From an optimization exercise on the open Yosys and OpenROAD flow, aimed at small area and a short achievable clock period; shortcuts taken in it are not production practice. At most, simulation tests tie the RTL to the original design; equivalence was not proved. The RTL of runs 2 to 5 was laid out without a check of its function. No activity file was given, so power comes from the tool's default toggle rates.

`flow/config.mk`:
```
export PLATFORM = sky130hd
export DESIGN_NAME = ring_buffer_double_ended_queue
export DESIGN_NICKNAME = ring_buffer_double_ended_queue
export VERILOG_FILES = /design/flow/design.v
export SDC_FILE = /design/flow/constraint.sdc
export NUM_CORES = 4
export LEC_CHECK = 0
export CAP_MARGIN = 20
export CORE_MARGIN = 2
export CORE_UTILIZATION = 40
export SLEW_MARGIN = 20
```
`flow/constraint.sdc`:
```
create_clock -name core_clock -period 5.0 [get_ports {clk_i}]
set_input_delay 1.0000 -clock core_clock [delete_from_list [all_inputs] [get_ports {clk_i}]]
set_output_delay 1.0000 -clock core_clock [all_outputs]
set_load 0.01 [all_outputs]
```
`flow/design.v`:
```
package rbdeq_pkg;
  localparam int unsigned DEPTH = 16;
  localparam int unsigned CNT_W = $clog2(DEPTH + 1);
  localparam int unsigned WORD_W = 32;
  localparam int unsigned RING = DEPTH - 2;
  typedef enum logic [2:0] {
    FUNC_PUSH_FRONT = 3'd0,
    FUNC_PUSH_BACK  = 3'd1,
    FUNC_POP_FRONT  = 3'd2,
    FUNC_POP_BACK   = 3'd3,
    FUNC_NONE       = 3'd4
  } func_e;
  typedef enum logic [1:0] {
    ST_DONE       = 2'd0,
    ST_FULL       = 2'd1,
    ST_EMPTY      = 2'd2
  } status_e;
  typedef struct packed {
    logic [2:0]               func;
    logic signed [WORD_W-1:0] push_value;
  } cmd_t;
  typedef struct packed {
    logic signed [WORD_W-1:0] popped_value;
    logic [1:0]               status;
    logic [4:0]               count_after;
    logic signed [WORD_W-1:0] first_value;
    logic signed [WORD_W-1:0] last_value;
  } res_t;
endpackage
module rbdeq_cell (
  input  logic                                clk_i,
  input  logic                                we_i,
  input  logic signed [rbdeq_pkg::WORD_W-1:0] wdata_i,
  output logic signed [rbdeq_pkg::WORD_W-1:0] data_o
);
  always_ff @(posedge clk_i) begin
    if (we_i) data_o <= wdata_i;
  end
endmodule
module ring_buffer_double_ended_queue (
  input  logic         clk_i,
  input  logic         rst_ni,
  input  logic         start_i,
  input  logic [34:0]  cmd_i_flat,
  output logic         busy_o,
  output logic         done_o,
  output logic [102:0] result_o_flat
);
  localparam int unsigned RING = rbdeq_pkg::RING;
  localparam int unsigned W    = rbdeq_pkg::WORD_W;
  rbdeq_pkg::cmd_t cmd_i;
  rbdeq_pkg::res_t result_o;
  assign cmd_i         = rbdeq_pkg::cmd_t'(cmd_i_flat);
  assign result_o_flat = result_o;
  logic [rbdeq_pkg::CNT_W-1:0] count_q, count_d;
  logic [RING-1:0]             head_q, head_d, tail_q, tail_d;
  logic [RING-1:0]             head_prev, head_next, tail_prev, tail_next;
  logic signed [W-1:0]         front_q, front_d, back_q, back_d;
  logic signed [W-1:0]         popped_q, popped_d;
  logic [1:0]                  status_q, status_d;
  logic                        done_q;
  logic signed [W-1:0]         ring_data [RING];
  logic signed [W-1:0]         ring_front, ring_back, ring_wdata;
  logic [RING-1:0]             ring_we;
  logic accept, empty, one, two, full;
  logic push_f, push_b, pop_f, pop_b;
  assign busy_o = 1'b0;
  assign accept = start_i;
  assign empty = (count_q == 5'd0);
  assign one   = (count_q == 5'd1);
  assign two   = (count_q == 5'd2);
  assign full  = count_q[4];
  assign push_f = accept && (cmd_i.func == rbdeq_pkg::FUNC_PUSH_FRONT) && !full;
  assign push_b = accept && (cmd_i.func == rbdeq_pkg::FUNC_PUSH_BACK)  && !full;
  assign pop_f  = accept && (cmd_i.func == rbdeq_pkg::FUNC_POP_FRONT)  && !empty;
  assign pop_b  = accept && (cmd_i.func == rbdeq_pkg::FUNC_POP_BACK)   && !empty;
  assign head_prev = {head_q[0], head_q[RING-1:1]};
  assign head_next = {head_q[RING-2:0], head_q[RING-1]};
  assign tail_prev = {tail_q[0], tail_q[RING-1:1]};
  assign tail_next = {tail_q[RING-2:0], tail_q[RING-1]};
  for (genvar i = 0; i < RING; i++) begin : g_ring
    rbdeq_cell u_cell (
      .clk_i  (clk_i),
      .we_i   (ring_we[i]),
      .wdata_i(ring_wdata),
      .data_o (ring_data[i])
    );
  end
  always_comb begin
    ring_front = '0;
    ring_back  = '0;
    for (int i = 0; i < RING; i++) begin
      ring_front = ring_front | (head_q[i] ? ring_data[i] : '0);
      ring_back  = ring_back  | (tail_prev[i] ? ring_data[i] : '0);
    end
  end
  assign ring_wdata = cmd_i.func[0] ? back_q : front_q;
  assign ring_we    = ({RING{push_f && !empty && !one}} & head_prev) |
                      ({RING{push_b && !empty && !one}} & tail_q);
  always_comb begin
    head_d = head_q;
    tail_d = tail_q;
    if (push_f && !empty && !one)        head_d = head_prev;
    if (pop_f && !one && !two)           head_d = head_next;
    if (push_b && !empty && !one)        tail_d = tail_next;
    if (pop_b && !one && !two)           tail_d = tail_prev;
  end
  always_comb begin
    front_d = empty ? '0 : front_q;
    if (push_f || (push_b && empty)) front_d = cmd_i.push_value;
    if (pop_f) front_d = one ? '0 : two ? back_q : ring_front;
    if (pop_b && one) front_d = '0;
  end
  always_comb begin
    back_d = empty ? '0 : back_q;
    if (push_b || (push_f && empty)) back_d = cmd_i.push_value;
    if (pop_b) back_d = one ? '0 : two ? front_q : ring_back;
    if (pop_f && one) back_d = '0;
  end
  always_comb begin
    count_d  = count_q;
    status_d = rbdeq_pkg::ST_DONE;
    popped_d = '0;
    if (push_f || push_b) count_d = count_q + 1'b1;
    if (pop_f || pop_b)   count_d = count_q - 1'b1;
    if (pop_f) popped_d = front_q;
    if (pop_b) popped_d = back_q;
    if (accept && full && cmd_i.func[2:1] == 2'b00)   status_d = rbdeq_pkg::ST_FULL;
    if (accept && empty && cmd_i.func[2:1] == 2'b01)  status_d = rbdeq_pkg::ST_EMPTY;
  end
  always_ff @(posedge clk_i or negedge rst_ni) begin
    if (!rst_ni) begin
      count_q <= '0;
      done_q  <= 1'b0;
      head_q  <= RING'(1);
      tail_q  <= RING'(1);
    end else begin
      count_q <= count_d;
      done_q  <= accept;
      head_q  <= head_d;
      tail_q  <= tail_d;
    end
  end
  always_ff @(posedge clk_i) begin
    front_q  <= front_d;
    back_q   <= back_d;
    popped_q <= popped_d;
    status_q <= status_d;
  end
  assign done_o                = done_q;
  assign result_o.popped_value = popped_q;
  assign result_o.status       = status_q;
  assign result_o.count_after  = 5'(count_q);
  assign result_o.first_value  = front_q;
  assign result_o.last_value   = back_q;
endmodule
```
`flow/run.sh`:
```
#!/bin/bash
# synth_recipe.tcl (not shown) runs the flow's synth.tcl, then flattens the netlist and writes it again
# the make line also repeats each setting of config.mk as NAME=value (left out here)
make -C /OpenROAD-flow-scripts/flow DESIGN_CONFIG=/design/flow/config.mk WORK_HOME=/design/flow/orfs CLKGATE_MAP_FILE= SYNTH_SCRIPT=/design/flow/synth_recipe.tcl finish
```
==> impl_metrics.py, run 1 <==
metrics = {
    "status": {
        "status": "timing/DRC/antenna clean",
    },
    "floorplan": {
        "core_area_um2": 61370,
        "initial_core_util_pct": 40.28,
        "fp.dieW_um": 252.6,
        "num_rows": 91,
        "die_area_um2": 63810,
        "die_h_um": 252.6,
        "ios": 143,
    },
    "logic_synthesis": {
        "syn_nets": 1895,
        "synthFlopType": "edfxtp_1",
        "yosysWarningCount": 3,
        "synthesis.area_um2": 24720,
        "ys_ff_latch": 580,
        "async_reset_ff_share_pct": 5.862,
        "ys_types": 50,
        "avgSynthCellArea_um2": 13.34,
        "synth-edff-count": 448,
        "postSynthCellCount": 1853,
        "synth_sequential_area_ratio_pct": 65.80,
    },
    "sta": {
        "setup_viol": 0,
        "worstMarginPinSlew_ns": 1.273,
        "whs_ns": 0.5362,
        "max_freq_mhz": 292.6,
        "maxSlewViolCount": 0,
        "finalHoldViolations": 0,
        "skew_ns": 0.02374,
        "fin_crit_ns": 3.417,
        "tns_ns": 0,
        "rsz0062_at_grt": "false",
        "slew-limit-headroom_pct": 15.15,
        "fin_crit_sh_pct": 68.35,
    },
    "clock_tree": {
        "cts_resized": 0,
        "ctsHtreeMaxLevel": 2,
        "cts-root-buf": "clkbuf_16",
        "cts_buffers": 61,
        "holdBufCountCts": 0,
        "insertion_delay_ns": 0.64,
        "cts.sinks": 580,
        "clk_pin_slew_ns": 0.06,
        "cts_buffer_depth": 3,
        "cts_tree": "built",
        "postCtsSetupBuffers": 0,
    },
    "placed_design": {
        "finalWeightedCongestion": 0.8769,
        "place_hpwl_um": 51220,
        "portBuffers": 141,
        "dp.cells": 2665,
    },
    "worst_setup_path": {
        "worstPathArrival_ns": 3.99,
        "critPathKind": "register to register",
        "cp.required_ns": 5.57,
        "cp_slowest_cell": "buf_4",
        "cp_common_cell": "buf_4",
        "cp_max_fo": 35,
        "cp_slowest_stage_delay_ns": 0.53,
        "cp-start-kind": "register",
        "cp_cell_sequence": "inv_1, ha_1, nor3b_4, buf_4, nand2b_2, buf_4, a221o_1, buf_4, o21ai_0, a21oi_1",
        "end_kind": "register",
    },
    "layout": {
        "finalNonFillerCells": 2782,
        "seqCellArea_um2": 16270,
        "antenna_cells": 0,
        "drive_gt1_share_pct": 11.95,
        "nFillCells": 5268,
        "num-nets-final": 1981,
        "syn_to_final_growth_pct": 17.79,
        "multiInputGateArea_um2": 7789,
    },
    "grt": {
        "antenna_found_initial": 0,
        "grt_pass1_wl_um": 134100,
        "grt_overflow_total": 0,
        "grt_max_degree": 79,
        "grt_pass1_vias": 19320,
        "track_usage_pct": 28.93,
    },
    "power": {
        "max-vdd-ir-drop_uv": 337.4,
        "intPower_mw": 11.48,
        "share_comb_of_total_power_pct": 36.2,
        "p_leak_nw": 9.462,
        "p_sw_share_pct": 40.31,
        "p_per_area_nw_per_um2": 660.2,
        "p_seq_share_pct": 40.3,
        "share_clk_of_total_power_pct": 23.5,
        "p_switching_mw": 7.750,
    },
    "drt": {
        "via_per_inst": 7.095,
        "drt_iter0_drc": 2859,
        "drtAntennaViolNets": 0,
        "wl_um": 94120,
        "wire_per_inst_um": 33.83,
        "drc": 0,
        "first_pass_iters": 7,
        "num_vias": 19740,
    },
    "flow_run": {
        "maxCapViolations": 0,
    },
    "min_path": {
        "min_path_type": "register to register",
    },
}
area by class of cell:
class                           count  area share, %
Inverter                            4        0.05156
Tap cell                          790          3.394
Multi-Input combinational cell   1079          26.75
Sequential cell                   580          55.88
Clock buffer                       79          5.792
Timing Repair Buffer              213          7.093
Clock inverter                     37          1.044
sequential cells by signal, summed over array words and instances (netlist names):
name	flops
g_ring.u_cell.data_o	448
head_q	14
status_q	2
front_q	32
back_q	32
tail_q	14
done_q	1
popped_q	32
count_q	5
logic make-up after synthesis:
group | share of synthesized area [%]
AOI/OAI and AO/OA | 22.25
DFF | 65.80
and+or+nand+nor | 6.271
buffers and inverters | 3.325
muxes | 2.024
adders and majority gates | 0.2024
xor gates and xnor gates | 0.1063
other | 0.01517
power groups by stage:
stage	logic (mW)	registers, mW	clock network, mW
after detailed placement	6.74	7.75	0
after global routing	7.25	7.76	4.75
after global placement	6.64	7.74	0
after floorplan	3.96	7.11	0
after CTS	6.75	7.66	4.57
final	6.96	7.74	4.52
per-stage QoR:
step / utilization [%] / setup slack (ns) / total power [mW] / cell area [um^2]
final: 47.45 / 1.583 / 19.22 / 29120
after global routing: 47.45 / 1.424 / 19.76 / 29120
after CTS: 47.43 / 1.512 / 18.99 / 29110
after detailed placement: 44.19 / 1.077 / 14.50 / 27120
after global placement: 44.19 / 1.160 / 14.38 / 27120
after floorplan: - / 1.115 / 11.07 / 24720
worst paths after layout:
kind                                              start                       end  slack, ns  cells past startpoint
worst max-delay path             count_q[0]$_DFFE_PN0P_  front_q[17]$_SDFFE_PP0P_       1.58                     10
worst min-delay path            back_q[24]$_SDFFE_PP0P_   back_q[24]$_SDFFE_PP0P_       0.54                      2
worst max register to register   count_q[0]$_DFFE_PN0P_  front_q[17]$_SDFFE_PP0P_       1.58                     10
worst min register to register  back_q[24]$_SDFFE_PP0P_   back_q[24]$_SDFFE_PP0P_       0.54                      2
max in group asynchronous                        rst_ni    tail_q[13]$_DFFE_PN0P_       3.81                      2
min in group asynchronous                        rst_ni          done_q$_DFF_PN0_       0.79                      2
placed cells by master, fill, tap and decap left out, types with 4 or more instances in the layout:
cell             Yosys  final
a21oi_1             47     47
inv_1                4      4
ha_1                 4      4
buf_4                6     63
nor2_4               0     15
clkinv_2             0     16
nor2_1              66     51
o211ai_1            34     34
dfxtp_1             98     98
clkinv_1             0      8
o21ai_0             33     33
mux2i_1             14     14
nand3_1             67     67
nand2_1             57     57
a22o_1              64     64
edfxtp_1           448    448
mux2_2              32     32
a31oi_1             38     38
a221oi_1            64     64
a22oi_1            334    334
clkbuf_16            0     63
a311oi_1            32     32
clkinvlp_4           0      4
bufinv_16            0      4
nor2b_1             32     32
clkbuf_1           121     11
clkdlybuf4s50_1      0    140
clkbuf_8             0      5
buf_12               0      9
o221ai_1            64     64
dfrtp_1             32     30
nand4_1             67     67
cells in the mapped netlist (33+ instances only):
library cell / number / area, um^2
a21oi_1: 47 / 235.2
a221oi_1: 64 / 560.5
a22o_1: 64 / 560.5
a22oi_1: 334 / 2507
a31oi_1: 38 / 237.7
buf_2: 51 / 255.2
clkbuf_1: 121 / 454.2
dfxtp_1: 98 / 1962
edfxtp_1: 448 / 13450
nand2_1: 57 / 214.0
nand3_1: 67 / 335.3
nand4_1: 67 / 419.2
nor2_1: 66 / 247.7
o211ai_1: 34 / 255.2
o21ai_0: 33 / 165.2
o221ai_1: 64 / 560.5
metal layers:
layer	global-route usage (%)	vias to the layer above	part of all wire, %
met5	0	-	0
met4	13.02	0	5.3
met3	6.890	407	13
met2	45.32	1727	45
met1	38.20	9721	37
li1	-	7882	-
critical path: cells and delay by family (launching register included):
kind	cells	cell delay, ns
adder cells (fa/ha/maj)	1	0.33
AO/OA/AOI/OAI	3	0.57
flip-flops	1	0.44
buffers and inverters	4	1.48
AND/OR/NAND/NOR	2	0.50
==> run 2: changes to the inputs <==
--- a/flow/design.v
+++ b/flow/design.v
@@ -62,3 +62,4 @@
   logic signed [W-1:0]         ring_data [RING];
-  logic signed [W-1:0]         ring_front, ring_back, ring_wdata;
+  logic signed [W-1:0]         ring_rdata, ring_wdata;
+  logic [RING-1:0]             ring_rsel;
   logic [RING-1:0]             ring_we;
@@ -88,8 +89,7 @@
   end
+  assign ring_rsel = cmd_i.func[0] ? tail_prev : head_q;
   always_comb begin
-    ring_front = '0;
-    ring_back  = '0;
+    ring_rdata = '0;
     for (int i = 0; i < RING; i++) begin
-      ring_front = ring_front | (head_q[i] ? ring_data[i] : '0);
-      ring_back  = ring_back  | (tail_prev[i] ? ring_data[i] : '0);
+      ring_rdata = ring_rdata | (ring_rsel[i] ? ring_data[i] : '0);
     end
@@ -110,3 +110,3 @@
     if (push_f || (push_b && empty)) front_d = cmd_i.push_value;
-    if (pop_f) front_d = one ? '0 : two ? back_q : ring_front;
+    if (pop_f) front_d = one ? '0 : two ? back_q : ring_rdata;
     if (pop_b && one) front_d = '0;
@@ -116,3 +116,3 @@
     if (push_b || (push_f && empty)) back_d = cmd_i.push_value;
-    if (pop_b) back_d = one ? '0 : two ? front_q : ring_back;
+    if (pop_b) back_d = one ? '0 : two ? front_q : ring_rdata;
     if (pop_f && one) back_d = '0;
--- a/flow/config.mk
+++ b/flow/config.mk
@@ -9,3 +9,3 @@
 export CORE_MARGIN = 2
-export CORE_UTILIZATION = 40
+export CORE_UTILIZATION = 60
 export SLEW_MARGIN = 20
==> impl_metrics.py, run 2 <==
metrics = {
    "worst_setup_path": {
        "cp.buffers_inverters": 3,
        "rr_worst_depth": 6,
        "cp_common_cell": "buf_4",
        "cp_slowest_stage_delay_ns": 0.85,
        "cpLargestDelayFamily": "buffers and inverters",
        "cp_max_fo": 66,
        "cp_cell_sequence": "buf_4, inv_1, nand2_1, buf_4, a32oi_1, o21ai_0",
        "critPathKind": "primary input to register",
        "cp_num_cells": 6,
        "cp_slowest_cell": "nand2_1",
        "cp-start-kind": "primary input",
        "end_kind": "register",
        "cp.required_ns": 5.53,
        "worstPathArrival_ns": 3.83,
    },
    "logic_synthesis": {
        "yosysWarningCount": 3,
        "synth_sequential_area_ratio_pct": 74.20,
        "synthFlopType": "edfxtp_1",
        "ys_types": 49,
        "postSynthCellCount": 1467,
        "synthesis.area_um2": 21930,
        "syn_nets": 1509,
        "yosys-top-cells-area": "edfxtp_1 (61%), dfxtp_1 (8.9%), a22oi_1 (5.8%)",
        "async_reset_ff_share_pct": 5.862,
        "ys_ff_latch": 580,
        "synth.most_common_cell": "edfxtp_1",
        "synth_top_area_cell": "edfxtp_1",
        "synth.top_cells.by_count": "edfxtp_1 (448), a22oi_1 (170), nand2_1 (116)",
        "synth.top_cell.area_share_pct": 61.36,
        "avgSynthCellArea_um2": 14.95,
        "synth-edff-count": 448,
    },
    "layout": {
        "largest-register": "g_ring.u_cell.data_o",
        "largest_reg_flops": 448,
        "nFillCells": 2393,
        "num-nets-final": 1639,
        "final_cell_mix": "edfxtp_1 (448), a22oi_1 (170), clkdlybuf4s50_1 (140), nand2_1 (115), o21ai_0 (102)",
        "final_common_cell": "edfxtp_1",
        "drive_gt1_share_pct": 12.04,
        "syn_to_final_growth_pct": 17.99,
        "antenna_cells": 0,
    },
    "floorplan": {
        "die_h_um": 195.2,
        "core_area_um2": 36260,
        "initial_core_util_pct": 60.47,
        "ios": 143,
        "fp.dieW_um": 195.2,
        "num_rows": 70,
        "die_area_um2": 38090,
    },
    "power": {
        "p_leak_nw": 8.850,
        "p_per_area_nw_per_um2": 543.3,
        "max-vdd-ir-drop_uv": 368.7,
    },
    "sta": {
        "fin_crit_ns": 3.297,
        "slew-limit-headroom_pct": 24.46,
        "rsz0062_at_grt": "false",
        "tns_ns": 0,
        "setup_viol": 0,
        "maxSlewViolCount": 0,
        "finalHoldViolations": 0,
        "max_freq_mhz": 303.3,
        "fin_ws_ns": 1.703,
        "worstMarginPinSlew_ns": 1.133,
        "fin_crit_sh_pct": 65.93,
        "skew_ns": 0.01458,
    },
    "min_path": {
        "min_path_type": "register to register",
        "min_path_cells": 2,
    },
    "flow_run": {
        "maxCapViolations": 0,
    },
    "placed_design": {
        "place_worst_setup_slack_ns": 1.168,
        "portBuffers": 141,
        "place_hpwl_um": 33710,
        "finalWeightedCongestion": 0.8085,
    },
    "grt": {
        "track_usage_pct": 32.14,
        "grt_pass1_vias": 14300,
        "grt_max_degree": 68,
        "grt_overflow_total": 0,
        "grt_pass1_wl_um": 90200,
        "antenna_found_initial": 1,
    },
    "drt": {
        "first_pass_iters": 7,
        "wire_per_inst_um": 28.76,
        "drt_iter0_drc": 1806,
        "drc": 0,
        "drtAntennaViolNets": 0,
        "via_per_inst": 6.856,
        "num_vias": 14480,
        "wl_um": 60750,
    },
    "clock_tree": {
        "cts_tree": "built",
        "cts-root-buf": "clkbuf_16",
        "insertion_delay_ns": 0.61,
        "clk_pin_slew_ns": 0.06,
        "cts_buffer_depth": 3,
        "cts_resized": 0,
        "holdBufCountCts": 0,
        "ctsHtreeMaxLevel": 2,
        "cts.sinks": 580,
        "postCtsSetupBuffers": 0,
        "cts_buffers": 56,
    },
    "status": {
        "status": "timing/DRC/antenna clean",
    },
}
run 2: changes by cell type after synthesis, moves of 39 or more:
cell and delta:
a22oi_1 -164, o21ai_0 +69, a32oi_1 +66, a221oi_1 -64, a22o_1 -64, nand2_1 +59, nand4_1 -57, o221ai_1 -46
buf_2 -41, nor2_1 -39
run 2: metrics by stage:
stage	total power, mW	std cells	instance area (um^2)	hold slack (ns)	utilization [%]
2_1_floorplan	8.155	1467	21930	0.4590	-
4_1_cts	14.07	2112	25870	0.5214	71.35
3_5_place_dp	9.745	2007	23960	0.5036	66.08
3_3_place_gp	9.681	2007	23960	0.5002	66.08
6_report	14.06	2112	25870	0.5185	71.35
5_1_grt	14.56	2112	25870	0.5426	71.35
run 2: path summary, 6_finish.rpt:
| check | to | slack (ns) | start |
|---|---|---|---|
| min reg2reg | head_q[0]$_DFFE_PN1P_ | 0.52 | head_q[0]$_DFFE_PN1P_ |
| max reg2reg | tail_q[9]$_DFFE_PN0P_ | 1.71 | count_q[2]$_DFFE_PN0P_ |
| min in group asynchronous | done_q$_DFF_PN0_ | 0.81 | rst_ni |
| max in group asynchronous | head_q[0]$_DFFE_PN1P_ | 3.85 | rst_ni |
| max | back_q[18]$_SDFFE_PP0P_ | 1.70 | cmd_i_flat[32] |
| min | head_q[0]$_DFFE_PN1P_ | 0.52 | head_q[0]$_DFFE_PN1P_ |
run 2: worst min-delay path, stage by stage, from the launching register on:
cell	delay, ns
dfstp_2	0.40
nand2_1	0.07
nand2_1	0.05
run 2: layout make-up:
cell class                 instances  area [um^2]  share of cell area (%)
clock buffer                      71         1529                   5.910
clock inverter                    34        382.9                   1.480
inverter                           3        11.26                 0.04353
multi-input combinational        781         5380                   20.80
sequential                       580        16270                   62.88
tap                              468        585.6                   2.263
timing repair buffer             175         1714                   6.626
run 2: logic make-up after synthesis:
kind of cell	after synthesis	synth area share [%]
AND/OR/NAND/NOR	260	5.575
AO/OA/AOI/OAI	445	14.52
buffers and inverters	106	1.974
other	1	0.01710
XOR/XNOR	3	0.1199
multiplexers	68	3.367
flip-flops	580	74.20
adder cells (fa/ha/maj)	4	0.2283
run 2: where the power goes:
part | switching, mW | internal (mW) | total, mW
combinational | 2.01 | 1.18 | 3.19
sequential | 0.421 | 6.09 | 6.51
clock | 1.78 | 2.58 | 4.35
run 2: layer usage:
layer	global-route usage [%]	part of all wire (%)	wire length (um)	vias to the layer above
li1	-	-	-	6191
met3	6.166	10	6192	122
met5	0	0	0	-
met4	12.47	3.2	1956	0
met2	49.59	46	28120	814
met1	45.93	40	24470	7353
==> run 3: changes to the inputs <==
--- a/flow/config.mk
+++ b/flow/config.mk
@@ -10,2 +10,3 @@
 export CORE_UTILIZATION = 60
+export SETUP_SLACK_MARGIN = 2.6
 export SLEW_MARGIN = 20
==> impl_metrics.py, run 3 <==
metrics = {
    "placed_design": {
        "dp.cells": 2005,
        "portBuffers": 141,
        "finalWeightedCongestion": 0.7956,
        "place_hpwl_um": 33120,
    },
    "sta": {
        "fin_crit_sh_pct": 48.46,
        "worstMarginPinSlew_ns": 0.8704,
        "setup_viol": 0,
        "finalHoldViolations": 0,
        "skew_ns": 0.01130,
        "fin_crit_ns": 2.423,
        "maxSlewViolCount": 0,
        "rsz0062_at_grt": "true",
        "tns_ns": 0,
        "slew-limit-headroom_pct": 41.97,
        "max_freq_mhz": 412.7,
    },
    "logic_synthesis": {
        "syn_nets": 1509,
        "synth-edff-count": 448,
        "synth.most_common_cell": "edfxtp_1",
        "synth.top_cell.area_share_pct": 61.36,
        "avgSynthCellArea_um2": 14.95,
        "synthesis.area_um2": 21930,
        "postSynthCellCount": 1467,
        "synthFlopType": "edfxtp_1",
        "ys_types": 49,
        "yosys-top-cells-area": "edfxtp_1 (61%), dfxtp_1 (8.9%), a22oi_1 (5.8%)",
        "synth.top_cells.by_count": "edfxtp_1 (448), a22oi_1 (170), nand2_1 (116)",
        "synth_top_area_cell": "edfxtp_1",
        "synth_sequential_area_ratio_pct": 74.20,
        "yosysWarningCount": 3,
        "ys_ff_latch": 580,
        "async_reset_ff_share_pct": 5.862,
    },
    "grt": {
        "grtUsageMet1_pct": 45.09,
        "grt_overflow_total": 0,
        "antenna_found_initial": 1,
        "track_usage_pct": 32.61,
        "grt_pass1_vias": 14590,
        "gr-usage-met2_pct": 52.16,
        "grtUsageMet3_pct": 5.095,
        "grt_max_degree": 68,
        "grt.busiest_layer": "met2",
        "grt_pass1_wl_um": 91510,
    },
    "drt": {
        "via_per_inst": 6.834,
        "wl_um": 63240,
        "wire_per_inst_um": 29.40,
        "first_pass_iters": 6,
        "drt_iter0_drc": 1973,
        "drtAntennaViolNets": 0,
        "num_vias": 14700,
        "drc": 0,
    },
    "worst_setup_path": {
        "cp_max_fo": 14,
        "r2r_end": "front_q[10]$_SDFFE_PP0P_",
        "r2r-start": "count_q[0]$_DFFE_PN0P_",
        "cp.required_ns": 5.49,
        "rr_worst_depth": 9,
        "cp-start-kind": "register",
        "end_kind": "register",
        "critPathKind": "register to register",
        "worstPathArrival_ns": 2.91,
        "r2r_slack_ns": 2.58,
    },
    "min_path": {
        "min_path_cells": 2,
        "min_from": "head_q[0]$_DFFE_PN1P_",
        "min_path_type": "register to register",
        "min_to": "head_q[0]$_DFFE_PN1P_",
    },
    "power": {
        "p_leak_nw": 9.462,
        "finalPower_mw": 13.75,
        "p_per_area_nw_per_um2": 518.7,
        "max-vdd-ir-drop_uv": 366.4,
    },
    "flow_run": {
        "maxCapViolations": 0,
    },
    "status": {
        "status": "timing/DRC/antenna clean",
    },
    "layout": {
        "antenna_cells": 0,
        "finalNonFillerCells": 2151,
        "drive_gt1_share_pct": 15.98,
        "largest_reg_flops": 448,
        "final_common_cell": "edfxtp_1",
        "num-nets-final": 1677,
        "final_cell_mix": "edfxtp_1 (448), a22oi_1 (170), nand2_1 (111), dlygate4sd2_1 (104), o21ai_0 (100)",
        "largest-register": "g_ring.u_cell.data_o",
        "syn_to_final_growth_pct": 20.85,
    },
    "floorplan": {
        "die_h_um": 195.2,
        "die_area_um2": 38090,
        "initial_core_util_pct": 60.47,
        "core_area_um2": 36260,
        "ios": 143,
        "num_rows": 70,
        "fp.dieW_um": 195.2,
    },
    "clock_tree": {
        "cts.sinks": 580,
        "insertion_delay_ns": 0.62,
        "cts_buffer_depth": 3,
        "cts_buffers": 57,
        "cts_tree": "built",
        "clk_pin_slew_ns": 0.06,
        "ctsHtreeMaxLevel": 2,
        "cts-root-buf": "clkbuf_16",
    },
}
## run 3: cell types whose count changed in the layout (fill, tap and decap cells not counted), moves of 5 or more
cell	previous run	this run
clkdlybuf4s50_1	140	33
dlygate4sd2_1	0	104
nor3_1	23	2
nor3_2	0	21
buf_6	0	14
mux2_2	46	32
clkbuf_1	9	19
mux2_4	0	10
buf_12	4	12
bufinv_16	8	1
mux2_8	0	7
buf_8	0	5
clkinv_2	13	8
## run 3: cells by family (layout without fill, tap and decap cells)
family	count (synthesis)	in the layout	share of synthesized area, %
AOI/OAI and AO/OA	445	446	14.52
xor gates and xnor gates	3	3	0.1199
adders and majority gates	4	4	0.2283
buffers and inverters	106	318	1.974
DFF	580	580	74.20
muxes	68	71	3.367
other	1	1	0.01710
and+or+nand+nor	260	260	5.575
## run 3: critical path, stage by stage, from the launching register on
cell     delay [ns]
dfrtp_1        0.40
buf_4          0.16
inv_1          0.15
ha_4           0.20
or3b_4         0.45
o21ai_2        0.19
a32oi_4        0.18
buf_6          0.23
a32oi_1        0.21
o21ai_0        0.12
## run 3: repair_timing
item / 4_1_cts / 5_1_grt
pin swaps: 10 / 1
gates resized for setup: 184 / 30
setup buffers: 32 / 1
hold buffers: 0 / 0
gates cloned: 2 / 4
setup endpoints to repair: 667 / 268
## run 3: routing by layer
metal	vias up	part of all wire, %
met5	-	0
met4	0	3.2
met3	140	9.5
met2	900	48
met1	7399	39
li1	6261	-
## run 3: layout make-up
type	instances	area, um^2
Sequential cell	580	16270
Multi-Input combinational cell	785	5791
Clock inverter	22	135.1
Fill cell	2365	9762
Inverter	3	11.26
Clock buffer	85	1633
Timing Repair Buffer	208	2069
Tap cell	468	585.6
## run 3: stage by stage
step	setup slack, ns	util, %	hold WS, ns	cell area, um^2
detailed placement	1.076	66.35	0.4883	24060
global route	2.523	73.08	0.5262	26500
global placement	1.178	66.35	0.4827	24060
floorplan	2.082	-	0.4601	22240
finish	2.577	73.08	0.5083	26500
CTS	2.525	72.51	0.4986	26290
## run 3: how the worst max path moves through the flow
stage	to	startpoint	slack (ns)
after floorplan	g_ring[10].u_cell.data_o[0]$_DFFE_PP_	cmd_i_flat[33]	2.08
after global placement	front_q[22]$_SDFFE_PP0P_	cmd_i_flat[34]	1.18
after detailed placement	back_q[23]$_SDFFE_PP0P_	cmd_i_flat[33]	1.08
after CTS	front_q[26]$_SDFFE_PP0P_	count_q[0]$_DFFE_PN0P_	2.52
after global routing	back_q[23]$_SDFFE_PP0P_	count_q[0]$_DFFE_PN0P_	2.52
final	front_q[10]$_SDFFE_PP0P_	count_q[0]$_DFFE_PN0P_	2.58
## run 3: where the power goes
part	switching [mW]	internal (mW)
clock	1.76	2.30
sequential	0.404	6.09
combinational	2.11	1.09
==> run 4: changes to the inputs <==
==> flow/flow/run.sh (new file) <==
#!/bin/bash
# Layout flow: the standard ORFS flow (standard.sh), unchanged except that the
# port buffers are plain sky130 buf_2 cells instead of the delay-cell buffers that
# buffer_ports picks by default.
set -euo pipefail
export BUFFER_PORTS_ARGS="-buffer_cell sky130_fd_sc_hd__buf_2"
bash standard.sh > standard_flow.log 2>&1
==> flow/standard.sh (new file) <==
#!/bin/bash
# synth_recipe.tcl (not shown) runs the flow's synth.tcl, then flattens the netlist and writes it again
# the make line also repeats each setting of config.mk as NAME=value (left out here)
make -C /OpenROAD-flow-scripts/flow DESIGN_CONFIG=/design/flow/config.mk WORK_HOME=/design/flow/orfs CLKGATE_MAP_FILE= SYNTH_SCRIPT=/design/flow/synth_recipe.tcl "${@:-finish}"
--- a/flow/config.mk
+++ b/flow/config.mk
@@ -10,3 +10,3 @@
 export CORE_UTILIZATION = 60
-export SETUP_SLACK_MARGIN = 2.6
+export SETUP_SLACK_MARGIN = 2.7
 export SLEW_MARGIN = 20
removed: flow/run.sh
==> impl_metrics.py, run 4 <==
metrics = {
    "status": {
        "status": "timing/DRC/antenna clean",
    },
    "logic_synthesis": {
        "yosys-top-cells-area": "edfxtp_1 (61%), dfxtp_1 (8.9%), a22oi_1 (5.8%)",
        "synth.top_cell.area_share_pct": 61.36,
        "ys_types": 49,
        "postSynthCellCount": 1467,
        "synth.most_common_cell": "edfxtp_1",
        "synth-edff-count": 448,
        "syn_nets": 1509,
        "synthFlopType": "edfxtp_1",
        "synth.top_cells.by_count": "edfxtp_1 (448), a22oi_1 (170), nand2_1 (116)",
        "yosysWarningCount": 3,
        "avgSynthCellArea_um2": 14.95,
        "async_reset_ff_share_pct": 5.862,
        "ys_ff_latch": 580,
        "synth_top_area_cell": "edfxtp_1",
        "synthesis.area_um2": 21930,
        "synth_sequential_area_ratio_pct": 74.20,
    },
    "worst_setup_path": {
        "cp_max_fo": 18,
        "cp_common_cell": "buf_12",
        "end_kind": "register",
        "worstPathArrival_ns": 2.62,
        "rr_worst_depth": 9,
        "cp_slowest_stage_delay_ns": 0.59,
        "cp_cell_sequence": "buf_2, or4b_4, a21o_4, nor2_4, buf_12, buf_12",
        "cp.required_ns": 5.29,
        "r2r_slack_ns": 2.76,
        "cp_slowest_cell": "or4b_4",
        "cp-start-kind": "primary input",
        "critPathKind": "primary input to register",
        "r2r_end": "back_q[9]$_SDFFE_PP0P_",
        "r2r-start": "count_q[0]$_DFFE_PN0P_",
    },
    "clock_tree": {
        "cts_buffer_depth": 3,
        "clk_pin_slew_ns": 0.06,
        "cts_buffers": 56,
        "insertion_delay_ns": 0.61,
        "cts.sinks": 580,
        "cts_tree": "built",
        "ctsHtreeMaxLevel": 2,
        "cts-root-buf": "clkbuf_16",
    },
    "drt": {
        "drc": 0,
        "drt_iter0_drc": 1833,
        "via_per_inst": 6.941,
        "met2_length_um": 30900,
        "wl_um": 65640,
        "num_vias": 14850,
        "met3_wirelength_um": 6732,
        "wire_per_inst_um": 30.69,
        "first_pass_iters": 6,
        "top_layer_used": "met4",
        "drtAntennaViolNets": 0,
        "drt-met1-wl_um": 26580,
    },
    "layout": {
        "final_common_cell": "edfxtp_1",
        "final_cell_mix": "edfxtp_1 (448), a22oi_1 (170), buf_2 (140), nand2_1 (112), dfxtp_1 (98)",
        "num-nets-final": 1664,
        "multiInputGateArea_um2": 5839,
        "drive_gt1_share_pct": 23.95,
        "syn_to_final_growth_pct": 18.88,
        "seqCellArea_um2": 16270,
        "largest_reg_flops": 448,
        "largest-register": "g_ring.u_cell.data_o",
        "nFillCells": 2352,
        "final_util_pct": 71.88,
    },
    "flow_run": {
        "maxCapViolations": 0,
    },
    "sta": {
        "slew-limit-headroom_pct": 45.82,
        "fin_crit_ns": 2.324,
        "skew_ns": 0.01633,
        "rsz0062_at_grt": "true",
        "worstMarginPinSlew_ns": 0.8126,
        "tns_ns": 0,
        "maxSlewViolCount": 0,
        "fin_crit_sh_pct": 46.48,
        "max_freq_mhz": 430.3,
        "finalHoldViolations": 0,
        "setup_viol": 0,
    },
    "power": {
        "intPower_mw": 9.642,
        "p_leak_nw": 9.296,
        "share_clk_of_total_power_pct": 30.9,
        "p_per_area_nw_per_um2": 534.1,
        "p_seq_share_pct": 46.9,
        "share_comb_of_total_power_pct": 22.2,
        "p_sw_share_pct": 30.74,
        "p_switching_mw": 4.280,
        "max-vdd-ir-drop_uv": 335.6,
    },
    "floorplan": {
        "die_h_um": 195.2,
        "ios": 143,
        "initial_core_util_pct": 60.47,
        "core_area_um2": 36260,
        "num_rows": 70,
        "die_area_um2": 38090,
        "fp.dieW_um": 195.2,
    },
    "grt": {
        "grt_overflow_total": 0,
        "track_usage_pct": 32.96,
        "grt_max_degree": 37,
        "grt_pass1_wl_um": 91450,
        "grt_pass1_vias": 14120,
        "antenna_found_initial": 1,
    },
    "min_path": {
        "min_path_type": "primary input to async pin",
    },
    "placed_design": {
        "place_hpwl_um": 31000,
        "finalWeightedCongestion": 0.7575,
        "portBuffers": 141,
    },
}
## run 4: routing by layer
layer	GRT usage, %	vias to the layer above
met5	0	-
met4	9.895	0
met3	5.043	114
met2	51.81	922
met1	48.34	7570
li1	-	6240
## run 4: per-stage QoR
stage               power (mW)  cell area, um^2  instances  worst slack, ns  hold slack [ns]
global route             14.40            26070       2139            2.645           0.5140
floorplan                8.331            22420       1467            2.082           0.4601
CTS                      13.76            25790       2123            2.679           0.4855
detailed placement       9.465            23410       2000            1.188           0.4929
finish                   13.92            26070       2139            2.676           0.4881
global placement         9.392            23410       2000            1.246           0.4828
## run 4: cell families after synthesis
kind of cell / count (synthesis) / share of synthesized area [%]
flops: 580 / 74.20
xor+xnor: 3 / 0.1199
fa+ha+maj: 4 / 0.2283
simple gates: 260 / 5.575
other cells: 1 / 0.01710
mux: 68 / 3.367
compound gates: 445 / 14.52
buf+inv: 106 / 1.974
## run 4: final cells by class
class                   count  share of cell area [%]
clock inverters            19                  0.9649
inverters                   3                 0.04320
multi-input cells         787                   22.40
clock buffers              87                   6.216
repair buffers            194                   5.679
flip-flops and latches    580                   62.44
diodes                      1                0.009601
well taps                 468                   2.247
## run 4: what timing repair did
| item | 4_1_cts | 5_1_grt |
|---|---|---|
| buffers inserted | 14 | 9 |
| pin swaps | 9 | 3 |
| resized for setup | 70 | 15 |
| hold buffers | 0 | 0 |
| gates cloned | 3 | 6 |
| setup endpoints to repair | 578 | 420 |
## run 4: power by group through the flow
stage	Sequential, mW	Clock [mW]	Combinational [mW]
floorplan	6.60	0	1.73
global placement	6.55	0	2.84
detailed placement	6.57	0	2.90
CTS	6.48	4.31	2.96
global route	6.57	4.50	3.34
finish	6.53	4.30	3.10
## run 4: worst max-delay path by stage
stage / from / end / slack (ns) / cells after the start
finish: cmd_i_flat[33] / g_ring[13].u_cell.data_o[23]$_DFFE_PP_ / 2.68 / 6
global route: cmd_i_flat[32] / front_q[2]$_SDFFE_PP0P_ / 2.64 / 6
CTS: cmd_i_flat[33] / g_ring[10].u_cell.data_o[25]$_DFFE_PP_ / 2.68 / 5
detailed placement: cmd_i_flat[32] / back_q[10]$_SDFFE_PP0P_ / 1.19 / 6
global placement: cmd_i_flat[32] / back_q[13]$_SDFFE_PP0P_ / 1.25 / 7
floorplan: cmd_i_flat[33] / g_ring[10].u_cell.data_o[0]$_DFFE_PP_ / 2.08 / 4
## run 4: critical path: cells and delay by family
family,cells,cell delay [ns]
and+or+nand+nor,2,0.75
buffers and inverters,3,0.54
AOI/OAI and AO/OA,1,0.30
==> run 5: changes to the inputs <==
--- a/flow/config.mk
+++ b/flow/config.mk
@@ -7,6 +7,9 @@
 export LEC_CHECK = 0
-export CAP_MARGIN = 20
+export CAP_MARGIN = 0
 export CORE_MARGIN = 2
 export CORE_UTILIZATION = 60
-export SETUP_SLACK_MARGIN = 2.7
-export SLEW_MARGIN = 20
+export CTS_BUF_LIST = sky130_fd_sc_hd__clkbuf_16
+export CTS_CLUSTER_DIAMETER = 60
+export CTS_CLUSTER_SIZE = 25
+export SETUP_SLACK_MARGIN = 2.8
+export SLEW_MARGIN = 0
==> impl_metrics.py, run 5 <==
metrics = {
    "status": {
        "status": "timing/DRC/antenna clean",
    },
    "sta": {
        "tns_ns": 0,
        "skew_ns": 0.02053,
        "rsz0062_at_grt": "true",
        "whs_ns": 0.5221,
        "fin_crit_sh_pct": 46.51,
        "finalHoldViolations": 0,
        "maxSlewViolCount": 0,
        "max_freq_mhz": 430.1,
        "slew-limit-headroom_pct": 26.43,
        "worstMarginPinSlew_ns": 1.073,
        "setup_viol": 0,
        "fin_crit_ns": 2.325,
    },
    "layout": {
        "syn_to_final_growth_pct": 24.46,
        "largest-register": "g_ring.u_cell.data_o",
        "drive_gt1_share_pct": 29.68,
        "final_cell_mix": "edfxtp_1 (448), a22oi_1 (163), buf_2 (138), nand2_1 (102), dfxtp_1 (98)",
        "final_common_cell": "edfxtp_1",
        "antenna_cells": 0,
        "num-nets-final": 1749,
        "largest_reg_flops": 448,
    },
    "worst_setup_path": {
        "cp-start-kind": "primary input",
        "critPathKind": "primary input to register",
        "cp_max_fo": 16,
        "worstPathArrival_ns": 2.59,
        "end_kind": "register",
        "cp.required_ns": 5.27,
    },
    "clock_tree": {
        "clk_pin_slew_ns": 0.08,
        "cts.sinks": 580,
        "ctsHtreeMaxLevel": 2,
        "cts_buffers": 37,
        "holdBufCountCts": 0,
        "cts_buffer_depth": 3,
        "insertion_delay_ns": 0.58,
        "cts_tree": "built",
        "cts-root-buf": "clkbuf_16",
    },
    "placed_design": {
        "finalWeightedCongestion": 0.7813,
        "place_hpwl_um": 32680,
        "portBuffers": 141,
    },
    "logic_synthesis": {
        "synth-edff-count": 448,
        "synth.top_cells.by_count": "edfxtp_1 (448), a22oi_1 (170), nand2_1 (116)",
        "synth.top_cell.area_share_pct": 61.36,
        "synthesis.area_um2": 21930,
        "ys_ff_latch": 580,
        "synth_sequential_area_ratio_pct": 74.20,
        "synth.most_common_cell": "edfxtp_1",
        "yosys-top-cells-area": "edfxtp_1 (61%), dfxtp_1 (8.9%), a22oi_1 (5.8%)",
        "yosysWarningCount": 3,
        "ys_types": 49,
        "synth_top_area_cell": "edfxtp_1",
        "async_reset_ff_share_pct": 5.862,
        "synthFlopType": "edfxtp_1",
        "avgSynthCellArea_um2": 14.95,
        "syn_nets": 1509,
        "postSynthCellCount": 1467,
    },
    "drt": {
        "first_pass_iters": 6,
        "drtAntennaViolNets": 0,
        "num_vias": 15560,
        "via_per_inst": 7.073,
        "wire_per_inst_um": 32.80,
        "drt_iter0_drc": 2220,
        "wl_um": 72170,
        "drc": 0,
    },
    "grt": {
        "grt_pass1_wl_um": 96240,
        "grtUsageMet1_pct": 49.27,
        "gr-usage-met2_pct": 55.71,
        "grt.busiest_layer": "met2",
        "grtUsageMet3_pct": 5.596,
        "grt_overflow_total": 0,
        "grt_pass1_vias": 14400,
        "antenna_found_initial": 0,
        "track_usage_pct": 34.81,
        "grt_max_degree": 68,
    },
    "power": {
        "p_leak_nw": 9.809,
        "max-vdd-ir-drop_uv": 341.8,
        "p_per_area_nw_per_um2": 484.7,
    },
    "floorplan": {
        "die_h_um": 195.2,
        "core_area_um2": 36260,
        "die_area_um2": 38090,
        "num_rows": 70,
        "initial_core_util_pct": 60.47,
        "ios": 143,
        "fp.dieW_um": 195.2,
    },
    "flow_run": {
        "maxCapViolations": 0,
    },
    "min_path": {
        "min_path_type": "register to register",
    },
}
==> run 5: cells by family after synthesis <==
family          after synthesis  synth area share [%]
simple gates                260                 5.575
mux                          68                 3.367
other cells                   1               0.01710
flops                       580                 74.20
xor+xnor                      3                0.1199
buf+inv                     106                 1.974
fa+ha+maj                     4                0.2283
compound gates              445                 14.52
==> run 5: through the flow <==
step / total power, mW / instance area [um^2] / setup WS, ns / instances / util (%)
2_1_floorplan: 8.354 / 22510 / 2.082 / 1467 / -
3_5_place_dp: 9.505 / 23380 / 1.493 / 2000 / 64.49
6_report: 13.23 / 27290 / 2.675 / 2200 / 75.26
4_1_cts: 12.90 / 26140 / 2.688 / 2153 / 72.08
3_3_place_gp: 9.434 / 23380 / 1.530 / 2000 / 64.49
5_1_grt: 13.64 / 27290 / 2.662 / 2200 / 75.26
==> run 5: final timing paths <==
kind	from	endpoint	slack, ns	depth (start not counted)
max	cmd_i_flat[33]	g_ring[10].u_cell.data_o[5]$_DFFE_PP_	2.67	7
min	back_q[16]$_SDFFE_PP0P_	back_q[16]$_SDFFE_PP0P_	0.52	2
max reg2reg	count_q[0]$_DFFE_PN0P_	back_q[4]$_SDFFE_PP0P_	2.74	9
min reg2reg	back_q[16]$_SDFFE_PP0P_	back_q[16]$_SDFFE_PP0P_	0.52	2
max in group asynchronous	rst_ni	count_q[2]$_DFFE_PN0P_	3.92	1
min in group asynchronous	rst_ni	done_q$_DFF_PN0_	0.53	1
==> run 5: area by class of cell <==
class	instances	area (um^2)
clock buffer	37	925.9
clock inverter	27	292.8
fill	2201	8970
inverter	3	13.76
multi-input combinational	797	6178
sequential	580	16270
tap	468	585.6
timing repair buffer	288	3019
==> run 5: where the power goes <==
part           leakage, nW  internal, mW  switching, mW
Combinational         3.92          1.15           2.26
Sequential            5.29          6.08          0.463
Clock                0.604          1.54           1.73
==> run 5: timing repair <==
action,CTS,global route
setup buffers,66,26
gates resized for setup,107,84
pin swaps,22,35
setup endpoints to repair,860,361
gates cloned,23,21
==> run 5: critical path: stages <==
cell    delay, ns
buf_12       0.11
or4b_4       0.58
a21o_4       0.26
buf_4        0.17
nor2_4       0.11
buf_12       0.15
buf_12       0.18
==> run 5: metal layers <==
layer | up-vias | part of all wire, %
met2 | 1094 | 47
met3 | 195 | 12
met5 | - | 0
met1 | 7860 | 38
li1 | 6411 | -
met4 | 0 | 4.4
==> run 6: changes to the inputs <==
--- a/flow/design.v
+++ b/flow/design.v
@@ -55,2 +55,4 @@
   logic [rbdeq_pkg::CNT_W-1:0] count_q, count_d;
+  logic                        empty_q, one_q, two_q, full_q;
+  logic                        empty_d, one_d, two_d, full_d;
   logic [RING-1:0]             head_q, head_d, tail_q, tail_d;
@@ -63,16 +65,24 @@
   logic signed [W-1:0]         ring_rdata, ring_wdata;
-  logic [RING-1:0]             ring_rsel;
-  logic [RING-1:0]             ring_we;
-  logic accept, empty, one, two, full;
-  logic push_f, push_b, pop_f, pop_b;
+  logic [RING-1:0]             ring_rsel, ring_we;
+  logic accept, three, fifteen, ge2, ge3;
+  logic req_pf, req_pb, req_qf, req_qb, req_push, req_pop;
+  logic push_f, push_b, pop_f, pop_b, push_ring_f, push_ring_b;
+  logic f_pv, f_back, f_ring, f_hold;
+  logic b_pv, b_front, b_ring, b_hold;
   assign busy_o = 1'b0;
   assign accept = start_i;
-  assign empty = (count_q == 5'd0);
-  assign one   = (count_q == 5'd1);
-  assign two   = (count_q == 5'd2);
-  assign full  = count_q[4];
-  assign push_f = accept && (cmd_i.func == rbdeq_pkg::FUNC_PUSH_FRONT) && !full;
-  assign push_b = accept && (cmd_i.func == rbdeq_pkg::FUNC_PUSH_BACK)  && !full;
-  assign pop_f  = accept && (cmd_i.func == rbdeq_pkg::FUNC_POP_FRONT)  && !empty;
-  assign pop_b  = accept && (cmd_i.func == rbdeq_pkg::FUNC_POP_BACK)   && !empty;
+  assign ge2     = !empty_q && !one_q;
+  assign ge3     = ge2 && !two_q;
+  assign three   = (count_q == 5'd3);
+  assign fifteen = (count_q == 5'd15);
+  assign req_pf   = accept && (cmd_i.func == rbdeq_pkg::FUNC_PUSH_FRONT);
+  assign req_pb   = accept && (cmd_i.func == rbdeq_pkg::FUNC_PUSH_BACK);
+  assign req_qf   = accept && (cmd_i.func == rbdeq_pkg::FUNC_POP_FRONT);
+  assign req_qb   = accept && (cmd_i.func == rbdeq_pkg::FUNC_POP_BACK);
+  assign req_push = accept && (cmd_i.func[2:1] == 2'b00);
+  assign req_pop  = accept && (cmd_i.func[2:1] == 2'b01);
+  assign push_f   = req_pf && !full_q;
+  assign push_b   = req_pb && !full_q;
+  assign pop_f    = req_qf && !empty_q;
+  assign pop_b    = req_qb && !empty_q;
   assign head_prev = {head_q[0], head_q[RING-1:1]};
@@ -96,5 +106,6 @@
   end
-  assign ring_wdata = cmd_i.func[0] ? back_q : front_q;
-  assign ring_we    = ({RING{push_f && !empty && !one}} & head_prev) |
-                      ({RING{push_b && !empty && !one}} & tail_q);
+  assign push_ring_f = ge2 && !full_q && req_pf;
+  assign push_ring_b = ge2 && !full_q && req_pb;
+  assign ring_wdata  = cmd_i.func[0] ? back_q : front_q;
+  assign ring_we     = ({RING{push_ring_f}} & head_prev) | ({RING{push_ring_b}} & tail_q);
   always_comb begin
@@ -102,19 +113,19 @@
     tail_d = tail_q;
-    if (push_f && !empty && !one)        head_d = head_prev;
-    if (pop_f && !one && !two)           head_d = head_next;
-    if (push_b && !empty && !one)        tail_d = tail_next;
-    if (pop_b && !one && !two)           tail_d = tail_prev;
+    if (push_ring_f)         head_d = head_prev;
+    if (req_qf && ge3)       head_d = head_next;
+    if (push_ring_b)         tail_d = tail_next;
+    if (req_qb && ge3)       tail_d = tail_prev;
   end
-  always_comb begin
-    front_d = empty ? '0 : front_q;
-    if (push_f || (push_b && empty)) front_d = cmd_i.push_value;
-    if (pop_f) front_d = one ? '0 : two ? back_q : ring_rdata;
-    if (pop_b && one) front_d = '0;
-  end
-  always_comb begin
-    back_d = empty ? '0 : back_q;
-    if (push_b || (push_f && empty)) back_d = cmd_i.push_value;
-    if (pop_b) back_d = one ? '0 : two ? front_q : ring_rdata;
-    if (pop_f && one) back_d = '0;
-  end
+  assign f_pv    = push_f || (req_pb && empty_q);
+  assign f_back  = req_qf && two_q;
+  assign f_ring  = req_qf && ge3;
+  assign f_hold  = !empty_q && !push_f && !req_qf && !(req_qb && one_q);
+  assign b_pv    = push_b || (req_pf && empty_q);
+  assign b_front = req_qb && two_q;
+  assign b_ring  = req_qb && ge3;
+  assign b_hold  = !empty_q && !push_b && !req_qb && !(req_qf && one_q);
+  assign front_d = ({W{f_pv}} & cmd_i.push_value) | ({W{f_back}} & back_q) |
+                   ({W{f_ring}} & ring_rdata) | ({W{f_hold}} & front_q);
+  assign back_d  = ({W{b_pv}} & cmd_i.push_value) | ({W{b_front}} & front_q) |
+                   ({W{b_ring}} & ring_rdata) | ({W{b_hold}} & back_q);
   always_comb begin
@@ -127,5 +138,9 @@
     if (pop_b) popped_d = back_q;
-    if (accept && full && cmd_i.func[2:1] == 2'b00)   status_d = rbdeq_pkg::ST_FULL;
-    if (accept && empty && cmd_i.func[2:1] == 2'b01)  status_d = rbdeq_pkg::ST_EMPTY;
+    if (req_push && full_q)  status_d = rbdeq_pkg::ST_FULL;
+    if (req_pop && empty_q)  status_d = rbdeq_pkg::ST_EMPTY;
   end
+  assign empty_d = (empty_q && !req_push) || (one_q && req_pop);
+  assign one_d   = (empty_q && req_push) || (one_q && !req_push && !req_pop) || (two_q && req_pop);
+  assign two_d   = (one_q && req_push) || (two_q && !req_push && !req_pop) || (three && req_pop);
+  assign full_d  = (full_q && !req_pop) || (fifteen && req_push);
   always_ff @(posedge clk_i or negedge rst_ni) begin
@@ -133,2 +148,6 @@
       count_q <= '0;
+      empty_q <= 1'b1;
+      one_q   <= 1'b0;
+      two_q   <= 1'b0;
+      full_q  <= 1'b0;
       done_q  <= 1'b0;
@@ -138,2 +157,6 @@
       count_q <= count_d;
+      empty_q <= empty_d;
+      one_q   <= one_d;
+      two_q   <= two_d;
+      full_q  <= full_d;
       done_q  <= accept;
==> flow/config.mk (replaced) <==
export PLATFORM = sky130hd
export DESIGN_NAME = ring_buffer_double_ended_queue
export DESIGN_NICKNAME = ring_buffer_double_ended_queue
export VERILOG_FILES = /design/flow/design.v
export SDC_FILE = /design/flow/constraint.sdc
export NUM_CORES = 4
export LEC_CHECK = 0
export CAP_MARGIN = 20
export CORE_MARGIN = 2
export CORE_UTILIZATION = 60
export SETUP_SLACK_MARGIN = 2.7
export SLEW_MARGIN = 20
==> impl_metrics.py, run 6 <==
metrics = {
    "logic_synthesis": {
        "ys_types": 47,
        "synth.top_cell.area_share_pct": 60.88,
        "synth.top_cells.by_count": "edfxtp_1 (448), a22oi_1 (252), nand2_1 (111)",
        "synth_top_area_cell": "edfxtp_1",
        "synth.most_common_cell": "edfxtp_1",
        "synth_sequential_area_ratio_pct": 74.08,
        "yosysWarningCount": 3,
        "ys_ff_latch": 584,
        "async_reset_ff_share_pct": 6.507,
        "synthesis.area_um2": 22100,
        "avgSynthCellArea_um2": 15.68,
        "synth-edff-count": 448,
        "syn_nets": 1451,
        "postSynthCellCount": 1409,
        "synthFlopType": "edfxtp_1",
        "yosys-top-cells-area": "edfxtp_1 (61%), dfxtp_1 (8.9%), a22oi_1 (8.6%)",
    },
    "sta": {
        "rsz0062_at_grt": "true",
        "setup_viol": 0,
        "max_freq_mhz": 435.0,
        "finalHoldViolations": 0,
        "worstMarginPinSlew_ns": 0.8868,
        "fin_crit_ns": 2.299,
        "maxSlewViolCount": 0,
        "slew-limit-headroom_pct": 40.88,
        "skew_ns": 0.01594,
        "tns_ns": 0,
        "fin_crit_sh_pct": 45.98,
    },
    "clock_tree": {
        "cts_tree": "built",
        "cts_buffers": 58,
        "holdBufCountCts": 0,
        "ctsHtreeMaxLevel": 2,
        "cts_buffer_depth": 3,
        "cts-root-buf": "clkbuf_16",
        "insertion_delay_ns": 0.61,
        "clk_pin_slew_ns": 0.06,
        "cts.sinks": 584,
    },
    "drt": {
        "drtAntennaViolNets": 0,
        "num_vias": 14250,
        "drt_iter0_drc": 1688,
        "wl_um": 63080,
        "via_per_inst": 6.712,
        "wire_per_inst_um": 29.71,
        "drc": 0,
        "first_pass_iters": 9,
    },
    "worst_setup_path": {
        "cp_max_fo": 16,
        "critPathKind": "primary input to register",
        "cp_common_cell": "buf_4",
        "cp-start-kind": "primary input",
        "cp.required_ns": 5.30,
        "cp_slowest_cell": "or3b_4",
        "cp_slowest_stage_delay_ns": 0.42,
        "cp_cell_sequence": "buf_4, or3b_4, or2_4, buf_4, nor2_4, buf_12",
        "worstPathArrival_ns": 2.60,
        "end_kind": "register",
        "cpLargestDelayFamily": "simple AND/OR/NAND/NOR gates",
        "cp.buffers_inverters": 3,
    },
    "grt": {
        "track_usage_pct": 33.25,
        "grt_max_degree": 39,
        "grt_pass1_wl_um": 92190,
        "grt_overflow_total": 0,
        "antenna_found_initial": 1,
        "grt_pass1_vias": 13800,
    },
    "floorplan": {
        "initial_core_util_pct": 60.65,
        "fp.dieW_um": 195.9,
        "core_area_um2": 36430,
        "die_h_um": 195.9,
        "ios": 143,
        "die_area_um2": 38380,
        "num_rows": 70,
    },
    "layout": {
        "num-nets-final": 1648,
        "antenna_cells": 0,
        "largest_reg_flops": 448,
        "largest-register": "g_ring.u_cell.data_o",
        "final_cell_mix": "edfxtp_1 (448), a22oi_1 (182), buf_2 (139), nand2_1 (109), dfxtp_1 (98)",
        "finalNonFillerCells": 2123,
        "syn_to_final_growth_pct": 19.07,
        "final_common_cell": "edfxtp_1",
        "drive_gt1_share_pct": 30.15,
    },
    "placed_design": {
        "portBuffers": 141,
        "dp.cells": 1959,
        "finalWeightedCongestion": 0.7982,
        "place_hpwl_um": 30940,
    },
    "power": {
        "finalPower_mw": 11.33,
        "p_leak_nw": 9.387,
        "max-vdd-ir-drop_uv": 332.9,
        "p_per_area_nw_per_um2": 430.8,
    },
    "flow_run": {
        "maxCapViolations": 0,
    },
    "status": {
        "status": "timing/DRC/antenna clean",
    },
    "min_path": {
        "min_path_type": "primary input to async pin",
    },
}
[run 6: power breakdown]
group | internal (mW) | switching, mW
logic | 0.472 | 0.764
clock network | 2.41 | 1.78
registers | 5.70 | 0.199
total | 8.59 | 2.75
[run 6: cells by family after synthesis]
logic type,after synthesis,synth area share (%)
multiplexers,63,3.239
XOR/XNOR,4,0.1586
AO/OA/AOI/OAI,397,13.44
buffers and inverters,92,2.639
AND/OR/NAND/NOR,264,6.172
adder cells (fa/ha/maj),4,0.2605
other,1,0.01697
flip-flops,584,74.08
[run 6: per-layer routing]
metal,GRT usage [%],wire length [um],up-vias
met2,53.20,30190,727
met3,5.484,5483,125
met5,0,13,-
met4,11.05,1985,2
met1,47.23,25410,7324
li1,-,-,6072
[run 6: layout make-up]
type / instances / area, um^2
clock buffer: 81 / 1618
clock inverter: 28 / 235.2
fill: 2375 / 10120
inverter: 3 / 22.52
multi-input combinational: 737 / 5864
sequential: 584 / 16370
tap: 468 / 585.6
timing repair buffer: 222 / 1613
[run 6: what timing repair did]
item	in CTS	in global routing
setup buffers	43	6
gates resized for setup	43	13
endpoints found under the setup margin	683	139
cloned	6	0
pin swaps	15	1
[run 6: final timing paths]
check,startpoint,endpoint,cells past startpoint,slack (ns)
worst max-delay path,cmd_i_flat[33],g_ring[13].u_cell.data_o[14]$_DFFE_PP_,6,2.70
worst min-delay path,rst_ni,count_q[2]$_DFFE_PN0P_,1,0.51
worst max register to register,full_q$_DFF_PN0_,g_ring[13].u_cell.data_o[14]$_DFFE_PP_,5,2.75
worst min register to register,head_q[0]$_DFFE_PN1P_,head_q[0]$_DFFE_PN1P_,2,0.51
max in group asynchronous,rst_ni,full_q$_DFF_PN0_,1,3.88
min in group core_clock,head_q[0]$_DFFE_PN1P_,head_q[0]$_DFFE_PN1P_,2,0.51
[run 6: worst register-to-register path, delay by kind of cell (launching register included)]
kind | cells | cell delay, ns
buffers and inverters | 2 | 0.42
AND/OR/NAND/NOR | 3 | 0.99
flip-flops | 1 | 0.48
[run 6: per-stage QoR]
stage               area, um^2  setup slack, ns  util, %  hold WS, ns
floorplan                22820            2.120        -       0.4591
global placement         23690            1.302    65.01       0.4855
finish                   26310            2.701    72.21       0.5059
global route             26310            2.667    72.21       0.5254
CTS                      26240            2.706    72.01       0.5056
detailed placement       23690            1.198    65.02       0.4991
==> run 7: changes to the inputs <==
--- a/flow/config.mk
+++ b/flow/config.mk
@@ -10,3 +10,7 @@
 export CORE_UTILIZATION = 60
-export SETUP_SLACK_MARGIN = 2.7
+export CTS_BUF_LIST = sky130_fd_sc_hd__clkbuf_16
+export CTS_CLUSTER_DIAMETER = 60
+export CTS_CLUSTER_SIZE = 25
+export PLACE_DENSITY = 0.75
+export SETUP_SLACK_MARGIN = 2.8
 export SLEW_MARGIN = 20
==> impl_metrics.py, run 7 <==
metrics = {
    "logic_synthesis": {
        "synthesis.area_um2": 22100,
        "avgSynthCellArea_um2": 15.68,
        "synth_top_area_cell": "edfxtp_1",
        "ys_types": 47,
        "yosysWarningCount": 3,
        "syn_nets": 1451,
        "synth_sequential_area_ratio_pct": 74.08,
        "postSynthCellCount": 1409,
        "synth.most_common_cell": "edfxtp_1",
        "synthFlopType": "edfxtp_1",
        "async_reset_ff_share_pct": 6.507,
        "yosys-top-cells-area": "edfxtp_1 (61%), dfxtp_1 (8.9%), a22oi_1 (8.6%)",
        "synth-edff-count": 448,
        "ys_ff_latch": 584,
        "synth.top_cells.by_count": "edfxtp_1 (448), a22oi_1 (252), nand2_1 (111)",
        "synth.top_cell.area_share_pct": 60.88,
    },
    "sta": {
        "max_freq_mhz": 440.1,
        "fin_ws_ns": 2.728,
        "finalHoldViolations": 0,
        "skew_ns": 0.01898,
        "slew-limit-headroom_pct": 38.81,
        "fin_crit_sh_pct": 45.45,
        "setup_viol": 0,
        "worstMarginPinSlew_ns": 0.9178,
        "rsz0062_at_grt": "true",
        "tns_ns": 0,
        "maxSlewViolCount": 0,
        "fin_crit_ns": 2.272,
    },
    "floorplan": {
        "core_area_um2": 36430,
        "die_area_um2": 38380,
        "ios": 143,
        "fp.dieW_um": 195.9,
        "die_h_um": 195.9,
        "num_rows": 70,
        "initial_core_util_pct": 60.65,
    },
    "placed_design": {
        "place_hpwl_um": 29380,
        "portBuffers": 141,
        "place_worst_setup_slack_ns": 1.189,
        "finalWeightedCongestion": 0.8071,
    },
    "grt": {
        "grt_overflow_total": 0,
        "grt_pass1_wl_um": 92910,
        "track_usage_pct": 33.64,
        "antenna_found_initial": 2,
        "grt_max_degree": 39,
        "grt_pass1_vias": 14130,
    },
    "worst_setup_path": {
        "cp_slowest_cell": "or3b_4",
        "cp.buffers_inverters": 6,
        "critPathKind": "primary input to register",
        "end_kind": "register",
        "cp_common_cell": "buf_12",
        "cp_slowest_stage_delay_ns": 0.41,
        "cpLargestDelayFamily": "simple AND/OR/NAND/NOR gates",
        "cp_cell_sequence": "buf_12, or3b_4, or2_4, buf_8, buf_6, nor2_4, buf_12, buf_12, buf_16",
        "cp-start-kind": "primary input",
        "cp_max_fo": 7,
        "worstPathArrival_ns": 2.55,
        "cp.required_ns": 5.28,
    },
    "clock_tree": {
        "ctsHtreeMaxLevel": 2,
        "cts_buffers": 35,
        "clk_pin_slew_ns": 0.09,
        "cts.sinks": 584,
        "holdBufCountCts": 0,
        "cts-root-buf": "clkbuf_16",
        "cts_buffer_depth": 3,
        "insertion_delay_ns": 0.56,
        "cts_tree": "built",
    },
    "layout": {
        "num-nets-final": 1678,
        "largest-register": "g_ring.u_cell.data_o",
        "drive_gt1_share_pct": 32.69,
        "syn_to_final_growth_pct": 21.08,
        "final_cell_mix": "edfxtp_1 (448), a22oi_1 (165), buf_2 (137), nand2_1 (110), dfxtp_1 (98)",
        "final_common_cell": "edfxtp_1",
        "largest_reg_flops": 448,
    },
    "power": {
        "max-vdd-ir-drop_uv": 299.0,
        "p_per_area_nw_per_um2": 387.0,
        "p_leak_nw": 9.505,
    },
    "drt": {
        "via_per_inst": 6.957,
        "drc": 0,
        "first_pass_iters": 8,
        "num_vias": 14820,
        "wl_um": 65550,
        "drtAntennaViolNets": 0,
        "wire_per_inst_um": 30.77,
        "drt_iter0_drc": 2329,
    },
    "status": {
        "status": "timing/DRC/antenna clean",
    },
    "flow_run": {
        "maxCapViolations": 0,
    },
    "min_path": {
        "min_path_type": "register to register",
    },
}
[run 7: cell families (layout without fill, tap and decap cells)]
| kind of cell | Yosys count | in the layout | share of synthesized area (%) |
|---|---|---|---|
| buffers and inverters | 92 | 336 | 2.639 |
| xor gates and xnor gates | 4 | 4 | 0.1586 |
| other | 1 | 2 | 0.01697 |
| muxes | 63 | 67 | 3.239 |
| AOI/OAI and AO/OA | 397 | 397 | 13.44 |
| adders and majority gates | 4 | 4 | 0.2605 |
| and+or+nand+nor | 264 | 268 | 6.172 |
| DFF | 584 | 584 | 74.08 |
[run 7: area by class of cell]
type	count	area, um^2
flip-flops and latches	584	16370
clock inverters	25	256.5
fillers	2147	9679
clock buffers	37	925.9
diodes	1	2.502
well taps	468	585.6
repair buffers	271	2539
inverters	3	22.52
multi-input cells	741	6050
[run 7: what timing repair did]
item | 4_1_cts | 5_1_grt
gates resized for setup | 105 | 20
cloned | 20 | 4
setup endpoints to repair | 787 | 300
pin swaps | 19 | 16
setup buffers | 60 | 30
[run 7: per-layer routing]
| layer | wire (um) | up-vias | track usage [%] |
|---|---|---|---|
| met5 | 13 | - | 0 |
| met4 | 2385 | 2 | 15.24 |
| met3 | 8494 | 172 | 7.547 |
| met2 | 31070 | 1076 | 53.80 |
| met1 | 23580 | 7441 | 44.67 |
| li1 | - | 6127 | - |
[run 7: path summary, 6_finish.rpt]
path | cells after the start | from | slack [ns] | to
setup / recovery | 9 | cmd_i_flat[33] | 2.73 | g_ring[3].u_cell.data_o[17]$_DFFE_PP_
hold / removal | 2 | head_q[0]$_DFFE_PN1P_ | 0.51 | head_q[0]$_DFFE_PN1P_
setup reg to reg | 8 | full_q$_DFF_PN0_ | 2.77 | g_ring[3].u_cell.data_o[17]$_DFFE_PP_
hold reg to reg | 2 | head_q[0]$_DFFE_PN1P_ | 0.51 | head_q[0]$_DFFE_PN1P_
max in group asynchronous | 1 | rst_ni | 3.80 | count_q[0]$_DFFE_PN0P_
min in group asynchronous | 1 | rst_ni | 0.57 | head_q[12]$_DFFE_PN0P_
[run 7: where the power goes]
group | internal, mW | total [mW] | switching, mW
clock | 1.47 | 3.15 | 1.67
combinational | 0.526 | 1.32 | 0.794
sequential | 5.70 | 5.89 | 0.189
[run 7: metrics by stage]
step | cell area, um^2 | hold WS (ns) | total power [mW] | utilization, % | std cells
detailed placement | 23710 | 0.4959 | 7.158 | 65.07 | 1953
global route | 26750 | 0.5286 | 10.66 | 73.43 | 2129
floorplan | 22920 | 0.4591 | 6.703 | - | 1409
finish | 26760 | 0.5074 | 10.35 | 73.43 | 2130
global placement | 23710 | 0.4763 | 7.104 | 65.06 | 1953
CTS | 26300 | 0.5093 | 10.29 | 72.18 | 2095
[run 7: worst register-to-register path, cell delays in order (launching register included)]
cell and delay, ns:
dfrtp_2 0.45, or3_4 0.43, or2_4 0.31, buf_8 0.15
buf_6 0.13, nor2_4 0.09, buf_12 0.16, buf_12 0.12
buf_16 0.11

-- separate check: timing with driven ports --
Ports are ideal in the flow. The routed layouts listed here were re-timed in OpenROAD. Step 1: set_driving_cell puts a clkbuf_16 on clk_i and a buf_2 on each other input, an assumption about the parent block. Step 2, shift: input delay + t, output delay - t, t = (earliest + latest rising clock arrival at the registers) / 2. This alone moves slack from input paths to output paths. a / b / c = ideal / step 1 / step 2; a / b = the first two.
run | t, ns | slack for setup (ns) | cell pins on the clock port's net
run 1 | 0.688 | 1.583 / 1.583 / 1.010 | 1
run 2 | 0.657 | 1.703 / 1.706 / 1.070 | 1
run 3 | 0.663 | 2.577 / 2.567 / 1.904 | 1
run 4 | 0.658 | 2.676 / 2.568 / 1.910 | 1
run 5 | 0.623 | 2.675 / 2.600 / 1.977 | 1
run 6 | 0.663 | 2.701 / 2.664 / 2.002 | 1
run 7 | 0.616 | 2.728 / 2.663 / 2.047 | 1
After both steps setup and hold are still met in every run listed. The setup slack of run 4, which loses most, moves by -0.108 ns with the drivers and by -0.766 ns with both steps.
